Background: an optimization exercise with open tools, aiming at small area, a short achievable clock period and few clock cycles per item. Do not read the settings as production practice.
Function was checked by simulation only, so behaviour that the tests miss may differ from the original.

==> flow/design.v (outline; a module is shown in full before it is edited, if it fits) <==
// module srgbxyz_fa: 11 lines
// module srgbxyz_ha: 10 lines
// module srgb_to_xyz_pixel_converter: 1174 lines
module srgb_to_xyz_pixel_converter
(
    input  logic   clk,
    input  logic   rst_n,
    input  logic   pix_valid,
    output logic   pix_stall,
    input  srgbxyz_pkg::pixel_t pix,
    output logic   xyz_valid,
    input  logic   xyz_stall,
    output srgbxyz_pkg::xyz_t   xyz
);
  // ...
==> flow/run.sh <==
#!/bin/bash
# synth_recipe.tcl (not shown) runs the flow's synth.tcl, then flattens the netlist and writes it again
# the make line also repeats each setting of config.mk as NAME=value (left out here)
make -C /OpenROAD-flow-scripts/flow DESIGN_CONFIG=/design/flow/config.mk WORK_HOME=/design/flow/orfs CLKGATE_MAP_FILE= SYNTH_SCRIPT=/design/flow/synth_recipe.tcl finish
==> flow/config.mk <==
export PLATFORM = sky130hd
export DESIGN_NAME = srgb_to_xyz_pixel_converter
export DESIGN_NICKNAME = srgb_to_xyz_pixel_converter
export VERILOG_FILES = /design/flow/design.v
export SDC_FILE = /design/flow/constraint.sdc
export NUM_CORES = 4
export LEC_CHECK = 0
export CAP_MARGIN = 20
export CORE_MARGIN = 2
export CORE_UTILIZATION = 40
export SETUP_SLACK_MARGIN = 4.8
export SLEW_MARGIN = 20
export SYNTH_HIERARCHICAL = 1
export TNS_END_PERCENT = 100
==> flow/constraint.sdc <==
create_clock -name core_clock -period 9.0 [get_ports {clk}]
set_input_delay 1.8000 -clock core_clock [delete_from_list [all_inputs] [get_ports {clk}]]
set_output_delay 1.8000 -clock core_clock [all_outputs]
set_load 0.01 [all_outputs]
==> out/qor.txt, run 1 <==
grt ovf - 0
Die ar. - 104000 um^2
most common cell in the netlist - fa_1
CLK BUF - 39
Post-Place Cell Area - 42800 um^2
Signal inverters - 212
RSZ-0062 raised after global routing - true
FF+latch count, synth - 263
CP endpoint kind - primary output
# diodes - 0
sequential area share after synthesis - 19.4%
Nets - 4955
total CTS buffers - 34
status - timing/DRC/antenna clean
Post-Synth Simple-Gate Area - 10.0%
library cells used by synthesis - 89
non-clk buf share - 5.47%
Final period util - 58.1%
GR Layer Usage met2 - 47.1%
Worst setup endpoint - xyz[39]
DR pass1 iterations - 6
H-Tree Depth - 2
hold slack - 0.459 ns
Testbench counts, summed over its fixed seeds: cycles 32,016, items 32,000.
==> run 2: changes to the inputs <==
--- a/flow/design.v
+++ b/flow/design.v
@@ -3039,8 +3039,18 @@
 );
-    logic        v0, v1;
+    logic        v0, v1, v2, v3;
     logic        adv;
+    srgbxyz_pkg::pixel_t pix_q;
+    srgbxyz_pkg::pixel_t pix_in;
     logic [15:0] lr, lg, lb;
     logic [15:0] lin_r, lin_g, lin_b;
-    logic [36:0] ca0, ca0_q;
-    logic [35:0] cb0, cb0_q;
+    logic        r0_lc1;
+    logic        r0_lc2;
+    logic        r0_lc3;
+    logic        r0_lc4;
+    logic        r0_lc5;
+    logic        r0_lc6;
+    logic        r0_lc7;
+    logic        ck0, ck0_q;
+    logic [29:0] ca0, ca0_q;
+    logic [28:0] cb0, cb0_q;
     logic [36:0] y0;
@@ -3103,4 +3113,77 @@
     logic r0_t672, r0_t673;
-    logic [36:0] ca1, ca1_q;
-    logic [35:0] cb1, cb1_q;
+    logic [36:0] sa0, sb0, g0, t0, p0;
+    logic        r0_G0, r0_T0;
+    logic        r0_G1, r0_T1;
+    logic        r0_G2, r0_T2;
+    logic        r0_G3, r0_T3;
+    logic        r0_G4, r0_T4;
+    logic        r0_G5, r0_T5;
+    logic        r0_G6, r0_T6;
+    logic        r0_G7, r0_T7;
+    logic        r0_G8, r0_T8;
+    logic        r0_G9, r0_T9;
+    logic        r0_G10, r0_T10;
+    logic        r0_G11, r0_T11;
+    logic        r0_G12, r0_T12;
+    logic        r0_G13, r0_T13;
+    logic        r0_G14, r0_T14;
+    logic        r0_G15, r0_T15;
+    logic        r0_G16, r0_T16;
+    logic        r0_G17, r0_T17;
+    logic        r0_G18, r0_T18;
+    logic        r0_G19, r0_T19;
+    logic        r0_G20, r0_T20;
+    logic        r0_G21, r0_T21;
+    logic        r0_G22, r0_T22;
+    logic        r0_G23, r0_T23;
+    logic        r0_G24, r0_T24;
+    logic        r0_G25, r0_T25;
+    logic        r0_G26, r0_T26;
+    logic        r0_G27, r0_T27;
+    logic        r0_G28, r0_T28;
+    logic        r0_G29, r0_T29;
+    logic        r0_G30, r0_T30;
+    logic        r0_G31, r0_T31;
+    logic        r0_G32, r0_T32;
+    logic        r0_G33, r0_T33;
+    logic        r0_G34, r0_T34;
+    logic        r0_G35, r0_T35;
+    logic        r0_G36, r0_T36;
+    logic        r0_G37, r0_T37;
+    logic        r0_G38, r0_T38;
+    logic        r0_G39, r0_T39;
+    logic        r0_G40, r0_T40;
+    logic        r0_G41, r0_T41;
+    logic        r0_G42, r0_T42;
+    logic        r0_G43, r0_T43;
+    logic        r0_G44, r0_T44;
+    logic        r0_G45, r0_T45;
+    logic        r0_G46, r0_T46;
+    logic        r0_G47, r0_T47;
+    logic        r0_G48, r0_T48;
+    logic        r0_G49, r0_T49;
+    logic        r0_G50, r0_T50;
+    logic        r0_G51, r0_T51;
+    logic        r0_G52, r0_T52;
+    logic        r0_G53, r0_T53;
+    logic        r0_G54, r0_T54;
+    logic        r0_G55, r0_T55;
+    logic        r0_G56, r0_T56;
+    logic        r0_G57, r0_T57;
+    logic        r0_G58, r0_T58;
+    logic        r0_G59, r0_T59;
+    logic        r0_G60, r0_T60;
+    logic        r0_G61, r0_T61;
+    logic        r0_G62, r0_T62;
+    logic        r0_G63, r0_T63;
+    logic        r1_lc1;
+    logic        r1_lc2;
+    logic        r1_lc3;
+    logic        r1_lc4;
+    logic        r1_lc5;
+    logic        r1_lc6;
+    logic        r1_lc7;
+    logic        ck1, ck1_q;
+    logic [29:0] ca1, ca1_q;
+    logic [28:0] cb1, cb1_q;
     logic [36:0] y1;
@@ -3155,4 +3238,78 @@
     logic r1_t576, r1_t577;
-    logic [36:0] ca2, ca2_q;
-    logic [33:0] cb2, cb2_q;
+    logic [36:0] sa1, sb1, g1, t1, p1;
+    logic        r1_G0, r1_T0;
+    logic        r1_G1, r1_T1;
+    logic        r1_G2, r1_T2;
+    logic        r1_G3, r1_T3;
+    logic        r1_G4, r1_T4;
+    logic        r1_G5, r1_T5;
+    logic        r1_G6, r1_T6;
+    logic        r1_G7, r1_T7;
+    logic        r1_G8, r1_T8;
+    logic        r1_G9, r1_T9;
+    logic        r1_G10, r1_T10;
+    logic        r1_G11, r1_T11;
+    logic        r1_G12, r1_T12;
+    logic        r1_G13, r1_T13;
+    logic        r1_G14, r1_T14;
+    logic        r1_G15, r1_T15;
+    logic        r1_G16, r1_T16;
+    logic        r1_G17, r1_T17;
+    logic        r1_G18, r1_T18;
+    logic        r1_G19, r1_T19;
+    logic        r1_G20, r1_T20;
+    logic        r1_G21, r1_T21;
+    logic        r1_G22, r1_T22;
+    logic        r1_G23, r1_T23;
+    logic        r1_G24, r1_T24;
+    logic        r1_G25, r1_T25;
+    logic        r1_G26, r1_T26;
+    logic        r1_G27, r1_T27;
+    logic        r1_G28, r1_T28;
+    logic        r1_G29, r1_T29;
+    logic        r1_G30, r1_T30;
+    logic        r1_G31, r1_T31;
+    logic        r1_G32, r1_T32;
+    logic        r1_G33, r1_T33;
+    logic        r1_G34, r1_T34;
+    logic        r1_G35, r1_T35;
+    logic        r1_G36, r1_T36;
+    logic        r1_G37, r1_T37;
+    logic        r1_G38, r1_T38;
+    logic        r1_G39, r1_T39;
+    logic        r1_G40, r1_T40;
+    logic        r1_G41, r1_T41;
+    logic        r1_G42, r1_T42;
+    logic        r1_G43, r1_T43;
+    logic        r1_G44, r1_T44;
+    logic        r1_G45, r1_T45;
+    logic        r1_G46, r1_T46;
+    logic        r1_G47, r1_T47;
+    logic        r1_G48, r1_T48;
+    logic        r1_G49, r1_T49;
+    logic        r1_G50, r1_T50;
+    logic        r1_G51, r1_T51;
+    logic        r1_G52, r1_T52;
+    logic        r1_G53, r1_T53;
+    logic        r1_G54, r1_T54;
+    logic        r1_G55, r1_T55;
+    logic        r1_G56, r1_T56;
+    logic        r1_G57, r1_T57;
+    logic        r1_G58, r1_T58;
+    logic        r1_G59, r1_T59;
+    logic        r1_G60, r1_T60;
+    logic        r1_G61, r1_T61;
+    logic        r1_G62, r1_T62;
+    logic        r1_G63, r1_T63;
+    logic        r2_lc1;
+    logic        r2_lc2;
+    logic        r2_lc3;
+    logic        r2_lc4;
+    logic        r2_lc5;
+    logic        r2_lc6;
+    logic        r2_lc7;
+    logic        r2_lc8;
+    logic        ck2, ck2_q;
+    logic [28:0] ca2, ca2_q;
+    logic [27:0] cb2, cb2_q;
     logic [36:0] y2;
@@ -3203,2 +3360,68 @@
     logic r2_t528, r2_t529, r2_t530, r2_t531, r2_t532, r2_t533, r2_t534, r2_t535, r2_t536, r2_t537, r2_t538, r2_t539;
+    logic [36:0] sa2, sb2, g2, t2, p2;
+    logic        r2_G0, r2_T0;
+    logic        r2_G1, r2_T1;
+    logic        r2_G2, r2_T2;
+    logic        r2_G3, r2_T3;
+    logic        r2_G4, r2_T4;
+    logic        r2_G5, r2_T5;
+    logic        r2_G6, r2_T6;
+    logic        r2_G7, r2_T7;
+    logic        r2_G8, r2_T8;
+    logic        r2_G9, r2_T9;
+    logic        r2_G10, r2_T10;
+    logic        r2_G11, r2_T11;
+    logic        r2_G12, r2_T12;
+    logic        r2_G13, r2_T13;
+    logic        r2_G14, r2_T14;
+    logic        r2_G15, r2_T15;
+    logic        r2_G16, r2_T16;
+    logic        r2_G17, r2_T17;
+    logic        r2_G18, r2_T18;
+    logic        r2_G19, r2_T19;
+    logic        r2_G20, r2_T20;
+    logic        r2_G21, r2_T21;
+    logic        r2_G22, r2_T22;
+    logic        r2_G23, r2_T23;
+    logic        r2_G24, r2_T24;
+    logic        r2_G25, r2_T25;
+    logic        r2_G26, r2_T26;
+    logic        r2_G27, r2_T27;
+    logic        r2_G28, r2_T28;
+    logic        r2_G29, r2_T29;
+    logic        r2_G30, r2_T30;
+    logic        r2_G31, r2_T31;
+    logic        r2_G32, r2_T32;
+    logic        r2_G33, r2_T33;
+    logic        r2_G34, r2_T34;
+    logic        r2_G35, r2_T35;
+    logic        r2_G36, r2_T36;
+    logic        r2_G37, r2_T37;
+    logic        r2_G38, r2_T38;
+    logic        r2_G39, r2_T39;
+    logic        r2_G40, r2_T40;
+    logic        r2_G41, r2_T41;
+    logic        r2_G42, r2_T42;
+    logic        r2_G43, r2_T43;
+    logic        r2_G44, r2_T44;
+    logic        r2_G45, r2_T45;
+    logic        r2_G46, r2_T46;
+    logic        r2_G47, r2_T47;
+    logic        r2_G48, r2_T48;
+    logic        r2_G49, r2_T49;
+    logic        r2_G50, r2_T50;
+    logic        r2_G51, r2_T51;
+    logic        r2_G52, r2_T52;
+    logic        r2_G53, r2_T53;
+    logic        r2_G54, r2_T54;
+    logic        r2_G55, r2_T55;
+    logic        r2_G56, r2_T56;
+    logic        r2_G57, r2_T57;
+    logic        r2_G58, r2_T58;
+    logic        r2_G59, r2_T59;
+    logic        r2_G60, r2_T60;
+    logic        r2_G61, r2_T61;
+    logic        r2_G62, r2_T62;
+    logic        r2_G63, r2_T63;
+    srgbxyz_pkg::xyz_t xyz_reg;
     srgbxyz_ha u_r0_t0 (.a(lg[7]), .b(lg[6]), .s(r0_t0), .co(r0_t1));
@@ -3562,4 +3785,12 @@
     assign r0_t673 = r0_t601;
-    assign ca0 = {r0_t673, r0_t672, r0_t670, r0_t668, r0_t666, r0_t664, r0_t662, r0_t660, r0_t658, r0_t656, r0_t654, r0_t652, r0_t650, r0_t648, r0_t646, r0_t644, r0_t642, r0_t640, r0_t638, r0_t636, r0_t634, r0_t632, r0_t630, r0_t628, r0_t626, r0_t624, r0_t622, r0_t620, r0_t618, r0_t616, r0_t614, r0_t612, r0_t610, r0_t608, r0_t606, r0_t604, r0_t602};
-    assign cb0 = {r0_t671, r0_t669, r0_t667, r0_t665, r0_t663, r0_t661, r0_t659, r0_t657, r0_t655, r0_t653, r0_t651, r0_t649, r0_t647, r0_t645, r0_t643, r0_t641, r0_t639, r0_t637, r0_t635, r0_t633, r0_t631, r0_t629, r0_t627, r0_t625, r0_t623, r0_t621, r0_t619, r0_t617, r0_t615, r0_t613, r0_t611, r0_t609, r0_t607, r0_t605, r0_t603, ~lr[0]};
+    assign ca0 = {r0_t673, r0_t672, r0_t670, r0_t668, r0_t666, r0_t664, r0_t662, r0_t660, r0_t658, r0_t656, r0_t654, r0_t652, r0_t650, r0_t648, r0_t646, r0_t644, r0_t642, r0_t640, r0_t638, r0_t636, r0_t634, r0_t632, r0_t630, r0_t628, r0_t626, r0_t624, r0_t622, r0_t620, r0_t618, r0_t616};
+    assign cb0 = {r0_t671, r0_t669, r0_t667, r0_t665, r0_t663, r0_t661, r0_t659, r0_t657, r0_t655, r0_t653, r0_t651, r0_t649, r0_t647, r0_t645, r0_t643, r0_t641, r0_t639, r0_t637, r0_t635, r0_t633, r0_t631, r0_t629, r0_t627, r0_t625, r0_t623, r0_t621, r0_t619, r0_t617, r0_t615};
+    assign r0_lc1 = (r0_t602 & ~lr[0]) | (r0_t602 & 1'b0) | (~lr[0] & 1'b0);
+    assign r0_lc2 = (r0_t604 & r0_t603) | (r0_t604 & r0_lc1) | (r0_t603 & r0_lc1);
+    assign r0_lc3 = (r0_t606 & r0_t605) | (r0_t606 & r0_lc2) | (r0_t605 & r0_lc2);
+    assign r0_lc4 = (r0_t608 & r0_t607) | (r0_t608 & r0_lc3) | (r0_t607 & r0_lc3);
+    assign r0_lc5 = (r0_t610 & r0_t609) | (r0_t610 & r0_lc4) | (r0_t609 & r0_lc4);
+    assign r0_lc6 = (r0_t612 & r0_t611) | (r0_t612 & r0_lc5) | (r0_t611 & r0_lc5);
+    assign r0_lc7 = (r0_t614 & r0_t613) | (r0_t614 & r0_lc6) | (r0_t613 & r0_lc6);
+    assign ck0 = r0_lc7;    
     srgbxyz_ha u_r1_t0 (.a(lr[13]), .b(lr[11]), .s(r1_t0), .co(r1_t1));
@@ -3871,4 +4102,12 @@
     assign r1_t577 = lg[15] | r1_t505;
-    assign ca1 = {r1_t577, r1_t576, r1_t574, r1_t572, r1_t570, r1_t568, r1_t566, r1_t564, r1_t562, r1_t560, r1_t558, r1_t556, r1_t554, r1_t552, r1_t550, r1_t548, r1_t546, r1_t544, r1_t542, r1_t540, r1_t538, r1_t536, r1_t534, r1_t532, r1_t530, r1_t528, r1_t526, r1_t524, r1_t522, r1_t520, r1_t518, r1_t516, r1_t514, r1_t512, r1_t510, r1_t508, r1_t506};
-    assign cb1 = {r1_t575, r1_t573, r1_t571, r1_t569, r1_t567, r1_t565, r1_t563, r1_t561, r1_t559, r1_t557, r1_t555, r1_t553, r1_t551, r1_t549, r1_t547, r1_t545, r1_t543, r1_t541, r1_t539, r1_t537, r1_t535, r1_t533, r1_t531, r1_t529, r1_t527, r1_t525, r1_t523, r1_t521, r1_t519, r1_t517, r1_t515, r1_t513, r1_t511, r1_t509, r1_t507, ~lg[0]};
+    assign ca1 = {r1_t577, r1_t576, r1_t574, r1_t572, r1_t570, r1_t568, r1_t566, r1_t564, r1_t562, r1_t560, r1_t558, r1_t556, r1_t554, r1_t552, r1_t550, r1_t548, r1_t546, r1_t544, r1_t542, r1_t540, r1_t538, r1_t536, r1_t534, r1_t532, r1_t530, r1_t528, r1_t526, r1_t524, r1_t522, r1_t520};
+    assign cb1 = {r1_t575, r1_t573, r1_t571, r1_t569, r1_t567, r1_t565, r1_t563, r1_t561, r1_t559, r1_t557, r1_t555, r1_t553, r1_t551, r1_t549, r1_t547, r1_t545, r1_t543, r1_t541, r1_t539, r1_t537, r1_t535, r1_t533, r1_t531, r1_t529, r1_t527, r1_t525, r1_t523, r1_t521, r1_t519};
+    assign r1_lc1 = (r1_t506 & ~lg[0]) | (r1_t506 & 1'b0) | (~lg[0] & 1'b0);
+    assign r1_lc2 = (r1_t508 & r1_t507) | (r1_t508 & r1_lc1) | (r1_t507 & r1_lc1);
+    assign r1_lc3 = (r1_t510 & r1_t509) | (r1_t510 & r1_lc2) | (r1_t509 & r1_lc2);
+    assign r1_lc4 = (r1_t512 & r1_t511) | (r1_t512 & r1_lc3) | (r1_t511 & r1_lc3);
+    assign r1_lc5 = (r1_t514 & r1_t513) | (r1_t514 & r1_lc4) | (r1_t513 & r1_lc4);
+    assign r1_lc6 = (r1_t516 & r1_t515) | (r1_t516 & r1_lc5) | (r1_t515 & r1_lc5);
+    assign r1_lc7 = (r1_t518 & r1_t517) | (r1_t518 & r1_lc6) | (r1_t517 & r1_lc6);
+    assign ck1 = r1_lc7;    
     srgbxyz_ha u_r2_t0 (.a(lr[11]), .b(lr[8]), .s(r2_t0), .co(r2_t1));
@@ -4158,15 +4397,466 @@
     assign r2_t539 = lb[15] | r2_t471;
-    assign ca2 = {r2_t539, r2_t538, r2_t536, r2_t534, r2_t532, r2_t530, r2_t528, r2_t526, r2_t524, r2_t522, r2_t520, r2_t518, r2_t516, r2_t514, r2_t512, r2_t510, r2_t508, r2_t506, r2_t504, r2_t502, r2_t500, r2_t498, r2_t496, r2_t494, r2_t492, r2_t490, r2_t488, r2_t486, r2_t484, r2_t482, r2_t480, r2_t478, r2_t476, r2_t474, r2_t472, lr[1], lr[0]};
-    assign cb2 = {r2_t537, r2_t535, r2_t533, r2_t531, r2_t529, r2_t527, r2_t525, r2_t523, r2_t521, r2_t519, r2_t517, r2_t515, r2_t513, r2_t511, r2_t509, r2_t507, r2_t505, r2_t503, r2_t501, r2_t499, r2_t497, r2_t495, r2_t493, r2_t491, r2_t489, r2_t487, r2_t485, r2_t483, r2_t481, r2_t479, r2_t477, r2_t475, r2_t473, lb[0]};
-    assign y0 = {ca0_q[36], ca0_q[35], ca0_q[34], ca0_q[33], ca0_q[32], ca0_q[31], ca0_q[30], ca0_q[29], ca0_q[28], ca0_q[27], ca0_q[26], ca0_q[25], ca0_q[24], ca0_q[23], ca0_q[22], ca0_q[21], ca0_q[20], ca0_q[19], ca0_q[18], ca0_q[17], ca0_q[16], ca0_q[15], ca0_q[14], ca0_q[13], ca0_q[12], ca0_q[11], ca0_q[10], ca0_q[9], ca0_q[8], ca0_q[7], ca0_q[6], ca0_q[5], ca0_q[4], ca0_q[3], ca0_q[2], ca0_q[1], ca0_q[0]}
-                + {1'b1, cb0_q[35], cb0_q[34], cb0_q[33], cb0_q[32], cb0_q[31], cb0_q[30], cb0_q[29], cb0_q[28], cb0_q[27], cb0_q[26], cb0_q[25], cb0_q[24], cb0_q[23], cb0_q[22], cb0_q[21], cb0_q[20], cb0_q[19], cb0_q[18], cb0_q[17], cb0_q[16], cb0_q[15], cb0_q[14], cb0_q[13], cb0_q[12], cb0_q[11], cb0_q[10], cb0_q[9], cb0_q[8], cb0_q[7], cb0_q[6], cb0_q[5], cb0_q[4], cb0_q[3], cb0_q[2], cb0_q[1], cb0_q[0]};
-    assign y1 = {ca1_q[36], ca1_q[35], ca1_q[34], ca1_q[33], ca1_q[32], ca1_q[31], ca1_q[30], ca1_q[29], ca1_q[28], ca1_q[27], ca1_q[26], ca1_q[25], ca1_q[24], ca1_q[23], ca1_q[22], ca1_q[21], ca1_q[20], ca1_q[19], ca1_q[18], ca1_q[17], ca1_q[16], ca1_q[15], ca1_q[14], ca1_q[13], ca1_q[12], ca1_q[11], ca1_q[10], ca1_q[9], ca1_q[8], ca1_q[7], ca1_q[6], ca1_q[5], ca1_q[4], ca1_q[3], ca1_q[2], ca1_q[1], ca1_q[0]}
-                + {1'b1, cb1_q[35], cb1_q[34], cb1_q[33], cb1_q[32], cb1_q[31], cb1_q[30], cb1_q[29], cb1_q[28], cb1_q[27], cb1_q[26], cb1_q[25], cb1_q[24], cb1_q[23], cb1_q[22], cb1_q[21], cb1_q[20], cb1_q[19], cb1_q[18], cb1_q[17], cb1_q[16], cb1_q[15], cb1_q[14], cb1_q[13], cb1_q[12], cb1_q[11], cb1_q[10], cb1_q[9], cb1_q[8], cb1_q[7], cb1_q[6], cb1_q[5], cb1_q[4], cb1_q[3], cb1_q[2], cb1_q[1], cb1_q[0]};
-    assign y2 = {ca2_q[36], ca2_q[35], ca2_q[34], ca2_q[33], ca2_q[32], ca2_q[31], ca2_q[30], ca2_q[29], ca2_q[28], ca2_q[27], ca2_q[26], ca2_q[25], ca2_q[24], ca2_q[23], ca2_q[22], ca2_q[21], ca2_q[20], ca2_q[19], ca2_q[18], ca2_q[17], ca2_q[16], ca2_q[15], ca2_q[14], ca2_q[13], ca2_q[12], ca2_q[11], ca2_q[10], ca2_q[9], ca2_q[8], ca2_q[7], ca2_q[6], ca2_q[5], ca2_q[4], ca2_q[3], ca2_q[2], ca2_q[1], ca2_q[0]}
-                + {1'b1, cb2_q[33], cb2_q[32], cb2_q[31], cb2_q[30], cb2_q[29], cb2_q[28], cb2_q[27], cb2_q[26], cb2_q[25], cb2_q[24], cb2_q[23], cb2_q[22], cb2_q[21], cb2_q[20], cb2_q[19], cb2_q[18], cb2_q[17], cb2_q[16], cb2_q[15], cb2_q[14], cb2_q[13], cb2_q[12], cb2_q[11], cb2_q[10], cb2_q[9], cb2_q[8], cb2_q[7], cb2_q[6], cb2_q[5], cb2_q[4], cb2_q[3], cb2_q[2], cb2_q[1], cb2_q[0], 1'b0, 1'b0};
-    assign lin_r     = srgbxyz_pkg::lin_net(pix.red);
-    assign lin_g     = srgbxyz_pkg::lin_net(pix.green);
-    assign lin_b     = srgbxyz_pkg::lin_net(pix.blue);
-    assign adv       = !(v1 && xyz_stall);
+    assign ca2 = {r2_t539, r2_t538, r2_t536, r2_t534, r2_t532, r2_t530, r2_t528, r2_t526, r2_t524, r2_t522, r2_t520, r2_t518, r2_t516, r2_t514, r2_t512, r2_t510, r2_t508, r2_t506, r2_t504, r2_t502, r2_t500, r2_t498, r2_t496, r2_t494, r2_t492, r2_t490, r2_t488, r2_t486, r2_t484};
+    assign cb2 = {r2_t537, r2_t535, r2_t533, r2_t531, r2_t529, r2_t527, r2_t525, r2_t523, r2_t521, r2_t519, r2_t517, r2_t515, r2_t513, r2_t511, r2_t509, r2_t507, r2_t505, r2_t503, r2_t501, r2_t499, r2_t497, r2_t495, r2_t493, r2_t491, r2_t489, r2_t487, r2_t485, r2_t483};
+    assign r2_lc1 = (lr[0] & 1'b0) | (lr[0] & 1'b0) | (1'b0 & 1'b0);
+    assign r2_lc2 = (lr[1] & 1'b0) | (lr[1] & r2_lc1) | (1'b0 & r2_lc1);
+    assign r2_lc3 = (r2_t472 & lb[0]) | (r2_t472 & r2_lc2) | (lb[0] & r2_lc2);
+    assign r2_lc4 = (r2_t474 & r2_t473) | (r2_t474 & r2_lc3) | (r2_t473 & r2_lc3);
+    assign r2_lc5 = (r2_t476 & r2_t475) | (r2_t476 & r2_lc4) | (r2_t475 & r2_lc4);
+    assign r2_lc6 = (r2_t478 & r2_t477) | (r2_t478 & r2_lc5) | (r2_t477 & r2_lc5);
+    assign r2_lc7 = (r2_t480 & r2_t479) | (r2_t480 & r2_lc6) | (r2_t479 & r2_lc6);
+    assign r2_lc8 = (r2_t482 & r2_t481) | (r2_t482 & r2_lc7) | (r2_t481 & r2_lc7);
+    assign ck2 = r2_lc8;    
+    assign sa0 = {ca0_q[29], ca0_q[28], ca0_q[27], ca0_q[26], ca0_q[25], ca0_q[24], ca0_q[23], ca0_q[22], ca0_q[21], ca0_q[20], ca0_q[19], ca0_q[18], ca0_q[17], ca0_q[16], ca0_q[15], ca0_q[14], ca0_q[13], ca0_q[12], ca0_q[11], ca0_q[10], ca0_q[9], ca0_q[8], ca0_q[7], ca0_q[6], ca0_q[5], ca0_q[4], ca0_q[3], ca0_q[2], ca0_q[1], ca0_q[0], ck0_q, 1'b0, 1'b0, 1'b0, 1'b0, 1'b0, 1'b0};
+    assign sb0 = {1'b1, cb0_q[28], cb0_q[27], cb0_q[26], cb0_q[25], cb0_q[24], cb0_q[23], cb0_q[22], cb0_q[21], cb0_q[20], cb0_q[19], cb0_q[18], cb0_q[17], cb0_q[16], cb0_q[15], cb0_q[14], cb0_q[13], cb0_q[12], cb0_q[11], cb0_q[10], cb0_q[9], cb0_q[8], cb0_q[7], cb0_q[6], cb0_q[5], cb0_q[4], cb0_q[3], cb0_q[2], cb0_q[1], cb0_q[0], ck0_q, 1'b0, 1'b0, 1'b0, 1'b0, 1'b0, 1'b0};
+    assign g0  = sa0 & sb0;
+    assign t0  = sa0 | sb0;
+    assign p0  = sa0 ^ sb0;
+    assign r0_G0 = g0[21] | (t0[21] & g0[20]);
+    assign r0_T0 = t0[21] & t0[20];
+    assign r0_G1 = g0[19] | (t0[19] & g0[18]);
+    assign r0_T1 = t0[19] & t0[18];
+    assign r0_G2 = g0[17] | (t0[17] & g0[16]);
+    assign r0_T2 = t0[17] & t0[16];
+    assign r0_G3 = r0_G1 | (r0_T1 & r0_G2);
+    assign r0_T3 = r0_T1 & r0_T2;
+    assign r0_G4 = r0_G0 | (r0_T0 & r0_G3);
+    assign r0_T4 = r0_T0 & r0_T3;
+    assign r0_G5 = g0[15] | (t0[15] & g0[14]);
+    assign r0_T5 = t0[15] & t0[14];
+    assign r0_G6 = g0[13] | (t0[13] & g0[12]);
+    assign r0_T6 = t0[13] & t0[12];
+    assign r0_G7 = r0_G5 | (r0_T5 & r0_G6);
+    assign r0_T7 = r0_T5 & r0_T6;
+    assign r0_G8 = g0[11] | (t0[11] & g0[10]);
+    assign r0_T8 = t0[11] & t0[10];
+    assign r0_G9 = g0[9] | (t0[9] & g0[8]);
+    assign r0_T9 = t0[9] & t0[8];
+    assign r0_G10 = r0_G8 | (r0_T8 & r0_G9);
+    assign r0_T10 = r0_T8 & r0_T9;
+    assign r0_G11 = r0_G7 | (r0_T7 & r0_G10);
+    assign r0_T11 = r0_T7 & r0_T10;
+    assign r0_G12 = g0[7] | (t0[7] & g0[6]);
+    assign r0_T12 = t0[7] & t0[6];
+    assign r0_G13 = g0[5] | (t0[5] & g0[4]);
+    assign r0_T13 = t0[5] & t0[4];
+    assign r0_G14 = r0_G12 | (r0_T12 & r0_G13);
+    assign r0_T14 = r0_T12 & r0_T13;
+    assign r0_G15 = g0[3] | (t0[3] & g0[2]);
+    assign r0_T15 = t0[3] & t0[2];
+    assign r0_G16 = g0[1] | (t0[1] & g0[0]);
+    assign r0_T16 = t0[1] & t0[0];
+    assign r0_G17 = r0_G15 | (r0_T15 & r0_G16);
+    assign r0_T17 = r0_T15 & r0_T16;
+    assign r0_G18 = r0_G14 | (r0_T14 & r0_G17);
+    assign r0_T18 = r0_T14 & r0_T17;
+    assign r0_G19 = r0_G11 | (r0_T11 & r0_G18);
+    assign r0_T19 = r0_T11 & r0_T18;
+    assign r0_G20 = r0_G4 | (r0_T4 & r0_G19);
+    assign r0_T20 = r0_T4 & r0_T19;
+    assign y0[22] = p0[22] ^ r0_G20;
+    assign r0_G21 = g0[22] | (t0[22] & r0_G0);
+    assign r0_T21 = t0[22] & r0_T0;
+    assign r0_G22 = r0_G21 | (r0_T21 & r0_G3);
+    assign r0_T22 = r0_T21 & r0_T3;
+    assign r0_G23 = r0_G22 | (r0_T22 & r0_G19);
+    assign r0_T23 = r0_T22 & r0_T19;
+    assign y0[23] = p0[23] ^ r0_G23;
+    assign r0_G24 = g0[23] | (t0[23] & g0[22]);
+    assign r0_T24 = t0[23] & t0[22];
+    assign r0_G25 = r0_G24 | (r0_T24 & r0_G0);
+    assign r0_T25 = r0_T24 & r0_T0;
+    assign r0_G26 = r0_G25 | (r0_T25 & r0_G3);
+    assign r0_T26 = r0_T25 & r0_T3;
+    assign r0_G27 = r0_G26 | (r0_T26 & r0_G19);
+    assign r0_T27 = r0_T26 & r0_T19;
+    assign y0[24] = p0[24] ^ r0_G27;
+    assign r0_G28 = g0[24] | (t0[24] & r0_G26);
+    assign r0_T28 = t0[24] & r0_T26;
+    assign r0_G29 = r0_G28 | (r0_T28 & r0_G19);
+    assign r0_T29 = r0_T28 & r0_T19;
+    assign y0[25] = p0[25] ^ r0_G29;
+    assign r0_G30 = g0[25] | (t0[25] & g0[24]);
+    assign r0_T30 = t0[25] & t0[24];
+    assign r0_G31 = r0_G30 | (r0_T30 & r0_G26);
+    assign r0_T31 = r0_T30 & r0_T26;
+    assign r0_G32 = r0_G31 | (r0_T31 & r0_G19);
+    assign r0_T32 = r0_T31 & r0_T19;
+    assign y0[26] = p0[26] ^ r0_G32;
+    assign r0_G33 = g0[26] | (t0[26] & r0_G30);
+    assign r0_T33 = t0[26] & r0_T30;
+    assign r0_G34 = r0_G33 | (r0_T33 & r0_G26);
+    assign r0_T34 = r0_T33 & r0_T26;
+    assign r0_G35 = r0_G34 | (r0_T34 & r0_G19);
+    assign r0_T35 = r0_T34 & r0_T19;
+    assign y0[27] = p0[27] ^ r0_G35;
+    assign r0_G36 = g0[27] | (t0[27] & g0[26]);
+    assign r0_T36 = t0[27] & t0[26];
+    assign r0_G37 = r0_G36 | (r0_T36 & r0_G30);
+    assign r0_T37 = r0_T36 & r0_T30;
+    assign r0_G38 = r0_G37 | (r0_T37 & r0_G26);
+    assign r0_T38 = r0_T37 & r0_T26;
+    assign r0_G39 = r0_G38 | (r0_T38 & r0_G19);
+    assign r0_T39 = r0_T38 & r0_T19;
+    assign y0[28] = p0[28] ^ r0_G39;
+    assign r0_G40 = g0[28] | (t0[28] & r0_G37);
+    assign r0_T40 = t0[28] & r0_T37;
+    assign r0_G41 = r0_G40 | (r0_T40 & r0_G26);
+    assign r0_T41 = r0_T40 & r0_T26;
+    assign r0_G42 = r0_G41 | (r0_T41 & r0_G19);
+    assign r0_T42 = r0_T41 & r0_T19;
+    assign y0[29] = p0[29] ^ r0_G42;
+    assign r0_G43 = g0[29] | (t0[29] & g0[28]);
+    assign r0_T43 = t0[29] & t0[28];
+    assign r0_G44 = r0_G43 | (r0_T43 & r0_G37);
+    assign r0_T44 = r0_T43 & r0_T37;
+    assign r0_G45 = r0_G44 | (r0_T44 & r0_G26);
+    assign r0_T45 = r0_T44 & r0_T26;
+    assign r0_G46 = r0_G45 | (r0_T45 & r0_G19);
+    assign r0_T46 = r0_T45 & r0_T19;
+    assign y0[30] = p0[30] ^ r0_G46;
+    assign r0_G47 = g0[30] | (t0[30] & r0_G43);
+    assign r0_T47 = t0[30] & r0_T43;
+    assign r0_G48 = r0_G47 | (r0_T47 & r0_G37);
+    assign r0_T48 = r0_T47 & r0_T37;
+    assign r0_G49 = r0_G48 | (r0_T48 & r0_G26);
+    assign r0_T49 = r0_T48 & r0_T26;
+    assign r0_G50 = r0_G49 | (r0_T49 & r0_G19);
+    assign r0_T50 = r0_T49 & r0_T19;
+    assign y0[31] = p0[31] ^ r0_G50;
+    assign r0_G51 = g0[31] | (t0[31] & g0[30]);
+    assign r0_T51 = t0[31] & t0[30];
+    assign r0_G52 = r0_G51 | (r0_T51 & r0_G43);
+    assign r0_T52 = r0_T51 & r0_T43;
+    assign r0_G53 = r0_G52 | (r0_T52 & r0_G37);
+    assign r0_T53 = r0_T52 & r0_T37;
+    assign r0_G54 = r0_G53 | (r0_T53 & r0_G26);
+    assign r0_T54 = r0_T53 & r0_T26;
+    assign r0_G55 = r0_G54 | (r0_T54 & r0_G19);
+    assign r0_T55 = r0_T54 & r0_T19;
+    assign y0[32] = p0[32] ^ r0_G55;
+    assign r0_G56 = g0[32] | (t0[32] & r0_G55);
+    assign r0_T56 = t0[32] & r0_T55;
+    assign y0[33] = p0[33] ^ r0_G56;
+    assign r0_G57 = g0[33] | (t0[33] & g0[32]);
+    assign r0_T57 = t0[33] & t0[32];
+    assign r0_G58 = r0_G57 | (r0_T57 & r0_G55);
+    assign r0_T58 = r0_T57 & r0_T55;
+    assign y0[34] = p0[34] ^ r0_G58;
+    assign r0_G59 = g0[34] | (t0[34] & r0_G57);
+    assign r0_T59 = t0[34] & r0_T57;
+    assign r0_G60 = r0_G59 | (r0_T59 & r0_G55);
+    assign r0_T60 = r0_T59 & r0_T55;
+    assign y0[35] = p0[35] ^ r0_G60;
+    assign r0_G61 = g0[35] | (t0[35] & g0[34]);
+    assign r0_T61 = t0[35] & t0[34];
+    assign r0_G62 = r0_G61 | (r0_T61 & r0_G57);
+    assign r0_T62 = r0_T61 & r0_T57;
+    assign r0_G63 = r0_G62 | (r0_T62 & r0_G55);
+    assign r0_T63 = r0_T62 & r0_T55;
+    assign y0[36] = p0[36] ^ r0_G63;
+    assign y0[21:0] = '0;    
+    assign sa1 = {ca1_q[29], ca1_q[28], ca1_q[27], ca1_q[26], ca1_q[25], ca1_q[24], ca1_q[23], ca1_q[22], ca1_q[21], ca1_q[20], ca1_q[19], ca1_q[18], ca1_q[17], ca1_q[16], ca1_q[15], ca1_q[14], ca1_q[13], ca1_q[12], ca1_q[11], ca1_q[10], ca1_q[9], ca1_q[8], ca1_q[7], ca1_q[6], ca1_q[5], ca1_q[4], ca1_q[3], ca1_q[2], ca1_q[1], ca1_q[0], ck1_q, 1'b0, 1'b0, 1'b0, 1'b0, 1'b0, 1'b0};
+    assign sb1 = {1'b1, cb1_q[28], cb1_q[27], cb1_q[26], cb1_q[25], cb1_q[24], cb1_q[23], cb1_q[22], cb1_q[21], cb1_q[20], cb1_q[19], cb1_q[18], cb1_q[17], cb1_q[16], cb1_q[15], cb1_q[14], cb1_q[13], cb1_q[12], cb1_q[11], cb1_q[10], cb1_q[9], cb1_q[8], cb1_q[7], cb1_q[6], cb1_q[5], cb1_q[4], cb1_q[3], cb1_q[2], cb1_q[1], cb1_q[0], ck1_q, 1'b0, 1'b0, 1'b0, 1'b0, 1'b0, 1'b0};
+    assign g1  = sa1 & sb1;
+    assign t1  = sa1 | sb1;
+    assign p1  = sa1 ^ sb1;
+    assign r1_G0 = g1[21] | (t1[21] & g1[20]);
+    assign r1_T0 = t1[21] & t1[20];
+    assign r1_G1 = g1[19] | (t1[19] & g1[18]);
+    assign r1_T1 = t1[19] & t1[18];
+    assign r1_G2 = g1[17] | (t1[17] & g1[16]);
+    assign r1_T2 = t1[17] & t1[16];
+    assign r1_G3 = r1_G1 | (r1_T1 & r1_G2);
+    assign r1_T3 = r1_T1 & r1_T2;
+    assign r1_G4 = r1_G0 | (r1_T0 & r1_G3);
+    assign r1_T4 = r1_T0 & r1_T3;
+    assign r1_G5 = g1[15] | (t1[15] & g1[14]);
+    assign r1_T5 = t1[15] & t1[14];
+    assign r1_G6 = g1[13] | (t1[13] & g1[12]);
+    assign r1_T6 = t1[13] & t1[12];
+    assign r1_G7 = r1_G5 | (r1_T5 & r1_G6);
+    assign r1_T7 = r1_T5 & r1_T6;
+    assign r1_G8 = g1[11] | (t1[11] & g1[10]);
+    assign r1_T8 = t1[11] & t1[10];
+    assign r1_G9 = g1[9] | (t1[9] & g1[8]);
+    assign r1_T9 = t1[9] & t1[8];
+    assign r1_G10 = r1_G8 | (r1_T8 & r1_G9);
+    assign r1_T10 = r1_T8 & r1_T9;
+    assign r1_G11 = r1_G7 | (r1_T7 & r1_G10);
+    assign r1_T11 = r1_T7 & r1_T10;
+    assign r1_G12 = g1[7] | (t1[7] & g1[6]);
+    assign r1_T12 = t1[7] & t1[6];
+    assign r1_G13 = g1[5] | (t1[5] & g1[4]);
+    assign r1_T13 = t1[5] & t1[4];
+    assign r1_G14 = r1_G12 | (r1_T12 & r1_G13);
+    assign r1_T14 = r1_T12 & r1_T13;
+    assign r1_G15 = g1[3] | (t1[3] & g1[2]);
+    assign r1_T15 = t1[3] & t1[2];
+    assign r1_G16 = g1[1] | (t1[1] & g1[0]);
+    assign r1_T16 = t1[1] & t1[0];
+    assign r1_G17 = r1_G15 | (r1_T15 & r1_G16);
+    assign r1_T17 = r1_T15 & r1_T16;
+    assign r1_G18 = r1_G14 | (r1_T14 & r1_G17);
+    assign r1_T18 = r1_T14 & r1_T17;
+    assign r1_G19 = r1_G11 | (r1_T11 & r1_G18);
+    assign r1_T19 = r1_T11 & r1_T18;
+    assign r1_G20 = r1_G4 | (r1_T4 & r1_G19);
+    assign r1_T20 = r1_T4 & r1_T19;
+    assign y1[22] = p1[22] ^ r1_G20;
+    assign r1_G21 = g1[22] | (t1[22] & r1_G0);
+    assign r1_T21 = t1[22] & r1_T0;
+    assign r1_G22 = r1_G21 | (r1_T21 & r1_G3);
+    assign r1_T22 = r1_T21 & r1_T3;
+    assign r1_G23 = r1_G22 | (r1_T22 & r1_G19);
+    assign r1_T23 = r1_T22 & r1_T19;
+    assign y1[23] = p1[23] ^ r1_G23;
+    assign r1_G24 = g1[23] | (t1[23] & g1[22]);
+    assign r1_T24 = t1[23] & t1[22];
+    assign r1_G25 = r1_G24 | (r1_T24 & r1_G0);
+    assign r1_T25 = r1_T24 & r1_T0;
+    assign r1_G26 = r1_G25 | (r1_T25 & r1_G3);
+    assign r1_T26 = r1_T25 & r1_T3;
+    assign r1_G27 = r1_G26 | (r1_T26 & r1_G19);
+    assign r1_T27 = r1_T26 & r1_T19;
+    assign y1[24] = p1[24] ^ r1_G27;
+    assign r1_G28 = g1[24] | (t1[24] & r1_G26);
+    assign r1_T28 = t1[24] & r1_T26;
+    assign r1_G29 = r1_G28 | (r1_T28 & r1_G19);
+    assign r1_T29 = r1_T28 & r1_T19;
+    assign y1[25] = p1[25] ^ r1_G29;
+    assign r1_G30 = g1[25] | (t1[25] & g1[24]);
+    assign r1_T30 = t1[25] & t1[24];
+    assign r1_G31 = r1_G30 | (r1_T30 & r1_G26);
+    assign r1_T31 = r1_T30 & r1_T26;
+    assign r1_G32 = r1_G31 | (r1_T31 & r1_G19);
+    assign r1_T32 = r1_T31 & r1_T19;
+    assign y1[26] = p1[26] ^ r1_G32;
+    assign r1_G33 = g1[26] | (t1[26] & r1_G30);
+    assign r1_T33 = t1[26] & r1_T30;
+    assign r1_G34 = r1_G33 | (r1_T33 & r1_G26);
+    assign r1_T34 = r1_T33 & r1_T26;
+    assign r1_G35 = r1_G34 | (r1_T34 & r1_G19);
+    assign r1_T35 = r1_T34 & r1_T19;
+    assign y1[27] = p1[27] ^ r1_G35;
+    assign r1_G36 = g1[27] | (t1[27] & g1[26]);
+    assign r1_T36 = t1[27] & t1[26];
+    assign r1_G37 = r1_G36 | (r1_T36 & r1_G30);
+    assign r1_T37 = r1_T36 & r1_T30;
+    assign r1_G38 = r1_G37 | (r1_T37 & r1_G26);
+    assign r1_T38 = r1_T37 & r1_T26;
+    assign r1_G39 = r1_G38 | (r1_T38 & r1_G19);
+    assign r1_T39 = r1_T38 & r1_T19;
+    assign y1[28] = p1[28] ^ r1_G39;
+    assign r1_G40 = g1[28] | (t1[28] & r1_G37);
+    assign r1_T40 = t1[28] & r1_T37;
+    assign r1_G41 = r1_G40 | (r1_T40 & r1_G26);
+    assign r1_T41 = r1_T40 & r1_T26;
+    assign r1_G42 = r1_G41 | (r1_T41 & r1_G19);
+    assign r1_T42 = r1_T41 & r1_T19;
+    assign y1[29] = p1[29] ^ r1_G42;
+    assign r1_G43 = g1[29] | (t1[29] & g1[28]);
+    assign r1_T43 = t1[29] & t1[28];
+    assign r1_G44 = r1_G43 | (r1_T43 & r1_G37);
+    assign r1_T44 = r1_T43 & r1_T37;
+    assign r1_G45 = r1_G44 | (r1_T44 & r1_G26);
+    assign r1_T45 = r1_T44 & r1_T26;
+    assign r1_G46 = r1_G45 | (r1_T45 & r1_G19);
+    assign r1_T46 = r1_T45 & r1_T19;
+    assign y1[30] = p1[30] ^ r1_G46;
+    assign r1_G47 = g1[30] | (t1[30] & r1_G43);
+    assign r1_T47 = t1[30] & r1_T43;
+    assign r1_G48 = r1_G47 | (r1_T47 & r1_G37);
+    assign r1_T48 = r1_T47 & r1_T37;
+    assign r1_G49 = r1_G48 | (r1_T48 & r1_G26);
+    assign r1_T49 = r1_T48 & r1_T26;
+    assign r1_G50 = r1_G49 | (r1_T49 & r1_G19);
+    assign r1_T50 = r1_T49 & r1_T19;
+    assign y1[31] = p1[31] ^ r1_G50;
+    assign r1_G51 = g1[31] | (t1[31] & g1[30]);
+    assign r1_T51 = t1[31] & t1[30];
+    assign r1_G52 = r1_G51 | (r1_T51 & r1_G43);
+    assign r1_T52 = r1_T51 & r1_T43;
+    assign r1_G53 = r1_G52 | (r1_T52 & r1_G37);
+    assign r1_T53 = r1_T52 & r1_T37;
+    assign r1_G54 = r1_G53 | (r1_T53 & r1_G26);
+    assign r1_T54 = r1_T53 & r1_T26;
+    assign r1_G55 = r1_G54 | (r1_T54 & r1_G19);
+    assign r1_T55 = r1_T54 & r1_T19;
+    assign y1[32] = p1[32] ^ r1_G55;
+    assign r1_G56 = g1[32] | (t1[32] & r1_G55);
+    assign r1_T56 = t1[32] & r1_T55;
+    assign y1[33] = p1[33] ^ r1_G56;
+    assign r1_G57 = g1[33] | (t1[33] & g1[32]);
+    assign r1_T57 = t1[33] & t1[32];
+    assign r1_G58 = r1_G57 | (r1_T57 & r1_G55);
+    assign r1_T58 = r1_T57 & r1_T55;
+    assign y1[34] = p1[34] ^ r1_G58;
+    assign r1_G59 = g1[34] | (t1[34] & r1_G57);
+    assign r1_T59 = t1[34] & r1_T57;
+    assign r1_G60 = r1_G59 | (r1_T59 & r1_G55);
+    assign r1_T60 = r1_T59 & r1_T55;
+    assign y1[35] = p1[35] ^ r1_G60;
+    assign r1_G61 = g1[35] | (t1[35] & g1[34]);
+    assign r1_T61 = t1[35] & t1[34];
+    assign r1_G62 = r1_G61 | (r1_T61 & r1_G57);
+    assign r1_T62 = r1_T61 & r1_T57;
+    assign r1_G63 = r1_G62 | (r1_T62 & r1_G55);
+    assign r1_T63 = r1_T62 & r1_T55;
+    assign y1[36] = p1[36] ^ r1_G63;
+    assign y1[21:0] = '0;    
+    assign sa2 = {ca2_q[28], ca2_q[27], ca2_q[26], ca2_q[25], ca2_q[24], ca2_q[23], ca2_q[22], ca2_q[21], ca2_q[20], ca2_q[19], ca2_q[18], ca2_q[17], ca2_q[16], ca2_q[15], ca2_q[14], ca2_q[13], ca2_q[12], ca2_q[11], ca2_q[10], ca2_q[9], ca2_q[8], ca2_q[7], ca2_q[6], ca2_q[5], ca2_q[4], ca2_q[3], ca2_q[2], ca2_q[1], ca2_q[0], ck2_q, 1'b0, 1'b0, 1'b0, 1'b0, 1'b0, 1'b0, 1'b0};
+    assign sb2 = {1'b1, cb2_q[27], cb2_q[26], cb2_q[25], cb2_q[24], cb2_q[23], cb2_q[22], cb2_q[21], cb2_q[20], cb2_q[19], cb2_q[18], cb2_q[17], cb2_q[16], cb2_q[15], cb2_q[14], cb2_q[13], cb2_q[12], cb2_q[11], cb2_q[10], cb2_q[9], cb2_q[8], cb2_q[7], cb2_q[6], cb2_q[5], cb2_q[4], cb2_q[3], cb2_q[2], cb2_q[1], cb2_q[0], ck2_q, 1'b0, 1'b0, 1'b0, 1'b0, 1'b0, 1'b0, 1'b0};
+    assign g2  = sa2 & sb2;
+    assign t2  = sa2 | sb2;
+    assign p2  = sa2 ^ sb2;
+    assign r2_G0 = g2[21] | (t2[21] & g2[20]);
+    assign r2_T0 = t2[21] & t2[20];
+    assign r2_G1 = g2[19] | (t2[19] & g2[18]);
+    assign r2_T1 = t2[19] & t2[18];
+    assign r2_G2 = g2[17] | (t2[17] & g2[16]);
+    assign r2_T2 = t2[17] & t2[16];
+    assign r2_G3 = r2_G1 | (r2_T1 & r2_G2);
+    assign r2_T3 = r2_T1 & r2_T2;
+    assign r2_G4 = r2_G0 | (r2_T0 & r2_G3);
+    assign r2_T4 = r2_T0 & r2_T3;
+    assign r2_G5 = g2[15] | (t2[15] & g2[14]);
+    assign r2_T5 = t2[15] & t2[14];
+    assign r2_G6 = g2[13] | (t2[13] & g2[12]);
+    assign r2_T6 = t2[13] & t2[12];
+    assign r2_G7 = r2_G5 | (r2_T5 & r2_G6);
+    assign r2_T7 = r2_T5 & r2_T6;
+    assign r2_G8 = g2[11] | (t2[11] & g2[10]);
+    assign r2_T8 = t2[11] & t2[10];
+    assign r2_G9 = g2[9] | (t2[9] & g2[8]);
+    assign r2_T9 = t2[9] & t2[8];
+    assign r2_G10 = r2_G8 | (r2_T8 & r2_G9);
+    assign r2_T10 = r2_T8 & r2_T9;
+    assign r2_G11 = r2_G7 | (r2_T7 & r2_G10);
+    assign r2_T11 = r2_T7 & r2_T10;
+    assign r2_G12 = g2[7] | (t2[7] & g2[6]);
+    assign r2_T12 = t2[7] & t2[6];
+    assign r2_G13 = g2[5] | (t2[5] & g2[4]);
+    assign r2_T13 = t2[5] & t2[4];
+    assign r2_G14 = r2_G12 | (r2_T12 & r2_G13);
+    assign r2_T14 = r2_T12 & r2_T13;
+    assign r2_G15 = g2[3] | (t2[3] & g2[2]);
+    assign r2_T15 = t2[3] & t2[2];
+    assign r2_G16 = g2[1] | (t2[1] & g2[0]);
+    assign r2_T16 = t2[1] & t2[0];
+    assign r2_G17 = r2_G15 | (r2_T15 & r2_G16);
+    assign r2_T17 = r2_T15 & r2_T16;
+    assign r2_G18 = r2_G14 | (r2_T14 & r2_G17);
+    assign r2_T18 = r2_T14 & r2_T17;
+    assign r2_G19 = r2_G11 | (r2_T11 & r2_G18);
+    assign r2_T19 = r2_T11 & r2_T18;
+    assign r2_G20 = r2_G4 | (r2_T4 & r2_G19);
+    assign r2_T20 = r2_T4 & r2_T19;
+    assign y2[22] = p2[22] ^ r2_G20;
+    assign r2_G21 = g2[22] | (t2[22] & r2_G0);
+    assign r2_T21 = t2[22] & r2_T0;
+    assign r2_G22 = r2_G21 | (r2_T21 & r2_G3);
+    assign r2_T22 = r2_T21 & r2_T3;
+    assign r2_G23 = r2_G22 | (r2_T22 & r2_G19);
+    assign r2_T23 = r2_T22 & r2_T19;
+    assign y2[23] = p2[23] ^ r2_G23;
+    assign r2_G24 = g2[23] | (t2[23] & g2[22]);
+    assign r2_T24 = t2[23] & t2[22];
+    assign r2_G25 = r2_G24 | (r2_T24 & r2_G0);
+    assign r2_T25 = r2_T24 & r2_T0;
+    assign r2_G26 = r2_G25 | (r2_T25 & r2_G3);
+    assign r2_T26 = r2_T25 & r2_T3;
+    assign r2_G27 = r2_G26 | (r2_T26 & r2_G19);
+    assign r2_T27 = r2_T26 & r2_T19;
+    assign y2[24] = p2[24] ^ r2_G27;
+    assign r2_G28 = g2[24] | (t2[24] & r2_G26);
+    assign r2_T28 = t2[24] & r2_T26;
+    assign r2_G29 = r2_G28 | (r2_T28 & r2_G19);
+    assign r2_T29 = r2_T28 & r2_T19;
+    assign y2[25] = p2[25] ^ r2_G29;
+    assign r2_G30 = g2[25] | (t2[25] & g2[24]);
+    assign r2_T30 = t2[25] & t2[24];
+    assign r2_G31 = r2_G30 | (r2_T30 & r2_G26);
+    assign r2_T31 = r2_T30 & r2_T26;
+    assign r2_G32 = r2_G31 | (r2_T31 & r2_G19);
+    assign r2_T32 = r2_T31 & r2_T19;
+    assign y2[26] = p2[26] ^ r2_G32;
+    assign r2_G33 = g2[26] | (t2[26] & r2_G30);
+    assign r2_T33 = t2[26] & r2_T30;
+    assign r2_G34 = r2_G33 | (r2_T33 & r2_G26);
+    assign r2_T34 = r2_T33 & r2_T26;
+    assign r2_G35 = r2_G34 | (r2_T34 & r2_G19);
+    assign r2_T35 = r2_T34 & r2_T19;
+    assign y2[27] = p2[27] ^ r2_G35;
+    assign r2_G36 = g2[27] | (t2[27] & g2[26]);
+    assign r2_T36 = t2[27] & t2[26];
+    assign r2_G37 = r2_G36 | (r2_T36 & r2_G30);
+    assign r2_T37 = r2_T36 & r2_T30;
+    assign r2_G38 = r2_G37 | (r2_T37 & r2_G26);
+    assign r2_T38 = r2_T37 & r2_T26;
+    assign r2_G39 = r2_G38 | (r2_T38 & r2_G19);
+    assign r2_T39 = r2_T38 & r2_T19;
+    assign y2[28] = p2[28] ^ r2_G39;
+    assign r2_G40 = g2[28] | (t2[28] & r2_G37);
+    assign r2_T40 = t2[28] & r2_T37;
+    assign r2_G41 = r2_G40 | (r2_T40 & r2_G26);
+    assign r2_T41 = r2_T40 & r2_T26;
+    assign r2_G42 = r2_G41 | (r2_T41 & r2_G19);
+    assign r2_T42 = r2_T41 & r2_T19;
+    assign y2[29] = p2[29] ^ r2_G42;
+    assign r2_G43 = g2[29] | (t2[29] & g2[28]);
+    assign r2_T43 = t2[29] & t2[28];
+    assign r2_G44 = r2_G43 | (r2_T43 & r2_G37);
+    assign r2_T44 = r2_T43 & r2_T37;
+    assign r2_G45 = r2_G44 | (r2_T44 & r2_G26);
+    assign r2_T45 = r2_T44 & r2_T26;
+    assign r2_G46 = r2_G45 | (r2_T45 & r2_G19);
+    assign r2_T46 = r2_T45 & r2_T19;
+    assign y2[30] = p2[30] ^ r2_G46;
+    assign r2_G47 = g2[30] | (t2[30] & r2_G43);
+    assign r2_T47 = t2[30] & r2_T43;
+    assign r2_G48 = r2_G47 | (r2_T47 & r2_G37);
+    assign r2_T48 = r2_T47 & r2_T37;
+    assign r2_G49 = r2_G48 | (r2_T48 & r2_G26);
+    assign r2_T49 = r2_T48 & r2_T26;
+    assign r2_G50 = r2_G49 | (r2_T49 & r2_G19);
+    assign r2_T50 = r2_T49 & r2_T19;
+    assign y2[31] = p2[31] ^ r2_G50;
+    assign r2_G51 = g2[31] | (t2[31] & g2[30]);
+    assign r2_T51 = t2[31] & t2[30];
+    assign r2_G52 = r2_G51 | (r2_T51 & r2_G43);
+    assign r2_T52 = r2_T51 & r2_T43;
+    assign r2_G53 = r2_G52 | (r2_T52 & r2_G37);
+    assign r2_T53 = r2_T52 & r2_T37;
+    assign r2_G54 = r2_G53 | (r2_T53 & r2_G26);
+    assign r2_T54 = r2_T53 & r2_T26;
+    assign r2_G55 = r2_G54 | (r2_T54 & r2_G19);
+    assign r2_T55 = r2_T54 & r2_T19;
+    assign y2[32] = p2[32] ^ r2_G55;
+    assign r2_G56 = g2[32] | (t2[32] & r2_G55);
+    assign r2_T56 = t2[32] & r2_T55;
+    assign y2[33] = p2[33] ^ r2_G56;
+    assign r2_G57 = g2[33] | (t2[33] & g2[32]);
+    assign r2_T57 = t2[33] & t2[32];
+    assign r2_G58 = r2_G57 | (r2_T57 & r2_G55);
+    assign r2_T58 = r2_T57 & r2_T55;
+    assign y2[34] = p2[34] ^ r2_G58;
+    assign r2_G59 = g2[34] | (t2[34] & r2_G57);
+    assign r2_T59 = t2[34] & r2_T57;
+    assign r2_G60 = r2_G59 | (r2_T59 & r2_G55);
+    assign r2_T60 = r2_T59 & r2_T55;
+    assign y2[35] = p2[35] ^ r2_G60;
+    assign r2_G61 = g2[35] | (t2[35] & g2[34]);
+    assign r2_T61 = t2[35] & t2[34];
+    assign r2_G62 = r2_G61 | (r2_T61 & r2_G57);
+    assign r2_T62 = r2_T61 & r2_T57;
+    assign r2_G63 = r2_G62 | (r2_T62 & r2_G55);
+    assign r2_T63 = r2_T62 & r2_T55;
+    assign y2[36] = p2[36] ^ r2_G63;
+    assign y2[21:0] = '0;    
+    assign lin_r     = srgbxyz_pkg::lin_net(pix_q.red);
+    assign lin_g     = srgbxyz_pkg::lin_net(pix_q.green);
+    assign lin_b     = srgbxyz_pkg::lin_net(pix_q.blue);
+    assign adv       = !(v3 && xyz_stall);
     assign pix_stall = !adv;
+    assign pix_in    = pix;
     always_ff @(posedge clk or negedge rst_n)
@@ -4177,2 +4867,4 @@
             v1 <= 1'b0;
+            v2 <= 1'b0;
+            v3 <= 1'b0;
         end
@@ -4182,2 +4874,4 @@
             v1 <= v0;
+            v2 <= v1;
+            v3 <= v2;
         end
@@ -4188,2 +4882,3 @@
         begin
+            pix_q   <= pix_in;
             lr      <= lin_r;
@@ -4193,10 +4888,14 @@
             cb0_q   <= cb0;
+            ck0_q   <= ck0;
             ca1_q   <= ca1;
             cb1_q   <= cb1;
+            ck1_q   <= ck1;
             ca2_q   <= ca2;
             cb2_q   <= cb2;
+            ck2_q   <= ck2;
+            xyz_reg <= {y0[36:22], y1[36:22], y2[36:22]};
         end
     end
-    assign xyz_valid = v1;
-    assign xyz       = {y0[36:22], y1[36:22], y2[36:22]};
+    assign xyz_valid = v3;
+    assign xyz       = xyz_reg;
 endmodule
--- a/flow/config.mk
+++ b/flow/config.mk
@@ -10,3 +10,3 @@
 export CORE_UTILIZATION = 40
-export SETUP_SLACK_MARGIN = 4.8
+export SETUP_SLACK_MARGIN = 5
 export SLEW_MARGIN = 20
==> out/qor.txt, run 2 <==
Setup TNS Final - 0 ns
met3 usage - 6.42%
CTS clk-pin slew, worst paths - 0.05 ns
syn_nets - 4800
Hold Crit Class - flip-flop to flip-flop
initial DRC count - 4124
FF+latch count, synth - 299 (+14%)
CP endpoint kind - primary output
IO Port Bufs - 74
RSZ-0062 raised after global routing - true
Hold Fails Final Rpt - 0
routed wire length - 145 mm
largest net degree at the start of global routing - 144
yosys synthesis warning count - 7
CTS tree - built
antenna violations before repair - 3
sequential area share after synthesis - 22.1% (+2.7 points)
clock insertion delay at the later pin of the skew report - 0.64 ns
clock tree buffer depth - 3
P&R area growth vs syn - 10.6%
most common cell after layout, fill and taps aside - fa_1
fmax - 245 MHz
library cells used by synthesis - 83 (-6.7%)
post-synth top area share - 39.0%
H-Tree Depth - 2 (unchanged)
vias post-DR - 32100
# fillers - 9458
most used routing layer - met2
total clock sinks - 299
# DRC - 0
ranking of synthesized cells by area - fa_1, edfxtp_1, ha_1
Hold Path Stages - 1
max reg flops - 45
WP data required - 7.20 ns
Nets - 4849 (-2.1%)
Initial Util - 40.5%
routed len/inst - 27.9 um
post-synthesis cell area - 40600 um^2
Final setup viols - 0
most common cell in the netlist - fa_1
dpl hpwl - 99.9 mm
number of primary I/O pins - 75
most frequent cells in the layout - fa_1, nor2_1, edfxtp_1
Post-Syn Area per Cell - 10.8 um^2
Core Region - 100000 um^2
Post-synth top cells - fa_1, nor2_1, edfxtp_1
grt ovf - 0 (unchanged)
DR pass1 iterations - 6 (unchanged)
layout cells sized above 1 - 8.31%
Final period util - 45.3% (-13 points)
Die W - 323 um
vias per inst - 6.17
Std-Cell Rows - 116
antenna-violating nets left - 0
status - timing/DRC/antenna clean
critical path arrival - 2.28 ns
cell count after synthesis - 3760
Final min period - 4.08 ns
GR Layer Usage met2 - 43.8% (-3.3 points)
placed cells - 5071
cts hold-fix bufs - 0
ys async rst share - 1.34%
first-pass GRT wire length - 217 mm
worst-case clock skew - 0.0402 ns
EDFF count, synth - 295
GRT Overall Usage - 28.2%
Root Driver - clkbuf_16
Final GP Congestion - 0.987
crit path max fanout - 2
relative slew slack - 13.9%
max_cap viols - 0
Worst Tran Pin Value - 1.29 ns
Setup CP Type - input pin to primary output
vias in the first global route - 33300
largest area contributor in the netlist - fa_1
worst reg2reg path depth - 9
met1 usage - 37.8%
Core Util, Final - 44.7%
Post-synth top flop - edfxtp_1
Worst setup SP type - input pin
total CTS buffers - 41 (+21%)
Die Y - 323 um
Max Slew Vio Count - 0
Die ar. - 104000 um^2 (-0.11%)
Finished Layout Cells - 5197
==> run 2: final timing paths <==
| check | from | to | slack, ns |
|---|---|---|---|
| max | xyz_stall | pix_stall | 4.92 |
| min | v2$_DFFE_PN0N_ | v3$_DFFE_PN0N_ | 0.45 |
| max reg2reg | lb[8]$_DFFE_PN_ | ca0_q[10]$_DFFE_PN_ | 5.07 |
| min reg2reg | v2$_DFFE_PN0N_ | v3$_DFFE_PN0N_ | 0.45 |
| max in group asynchronous | rst_n | v1$_DFFE_PN0N_ | 7.38 |
| min in group asynchronous | rst_n | v0$_DFFE_PN0N_ | 1.42 |
==> run 2: routing by layer <==
layer	share of wire, %	vias to the layer above
met3	10	430
met4	5.0	0
met5	0	-
met1	40	16300
met2	45	2003
li1	-	13300
==> run 2: through the flow <==
stage | setup slack, ns | instance area, um^2 | hold slack, ns
CTS | 4.73 | 44500 | 0.458
floorplan | 4.02 | 40600 | 0.430
global route | 4.87 | 44900 | 0.495
finish | 4.92 | 44900 | 0.453
detailed placement | 3.81 | 43000 | 0.445
global placement | 3.79 | 43000 | 0.443
==> run 2: repair_timing <==
item,CTS,global route
gates resized for setup,16,36
pin swaps,1,0
endpoints found under the setup margin,40,49
gates cloned,1,0
setup buffers,14,37
==> run 2: worst max-delay path: stages <==
cell and delay, ns:
buf_4 0.14, nand2_8 0.11, inv_4 0.09, clkbuf_2 0.12
==> run 2: kinds of logic (layout without fill, tap and decap cells) <==
group / count (synthesis) / in the layout / synth area share, %
compound gates: 987 / 987 / 15.8
xor+xnor: 42 / 42 / 0.906
fa+ha+maj: 1024 / 1024 / 46.1
buf+inv: 529 / 607 / 4.95
flops: 299 / 299 / 22.1
mux: 24 / 24 / 0.792
other cells: 0 / 1 / 0
simple gates: 855 / 856 / 9.32
==> run 2: area by class of cell <==
class	count	area, um^2	share of cell area (%)
multi-input cells	2933	29700	66.1
repair buffers	237	2040	4.54
clock buffers	42	1030	2.29
diodes	1	2.50	0.00558
well taps	1357	1700	3.78
flip-flops and latches	299	8960	20.0
clock inverters	31	273	0.608
inverters	297	1200	2.68
==> run 2: Yosys stat by module (local to each module, per instance) <==
module | copies in the design | flip-flops and latches | cells
srgb_to_xyz_pixel_converter | 1 | 299 | 2919
srgbxyz_fa | 785 | 0 | 1
srgbxyz_ha | 56 | 0 | 1
Testbench counts of run 2, summed over its fixed seeds: cycles 32,032, items 32,000.

## re-timing with driven ports
The flow's constraints put no driver on any port. The routed layouts listed below were extracted and timed again, unchanged, in two steps.
Step 1 assumes that a clkbuf_16 drives the clock port and a buf_2 every other input.
Step 2 also shifts input and output timing later by t, the mid clock arrival at the registers, as if the neighbouring blocks saw the same clock.
Three values: ideal ports, drivers, drivers and shift; two values: the first two.
| run | t, ns | setup slack, ns | worst register clock-pin slew, ns |
|---|---|---|---|
| run 1 | 0.617 | 3.775 / 3.706 / 4.286 | 0.07 / 0.07 |
| run 2 | 0.689 | 4.920 / 4.888 / 4.888 | 0.08 / 0.08 |
After both steps every run listed still meets setup and hold. For run 2, which loses most, drivers alone change the setup slack by -0.032 ns; drivers and shift together by -0.032 ns.
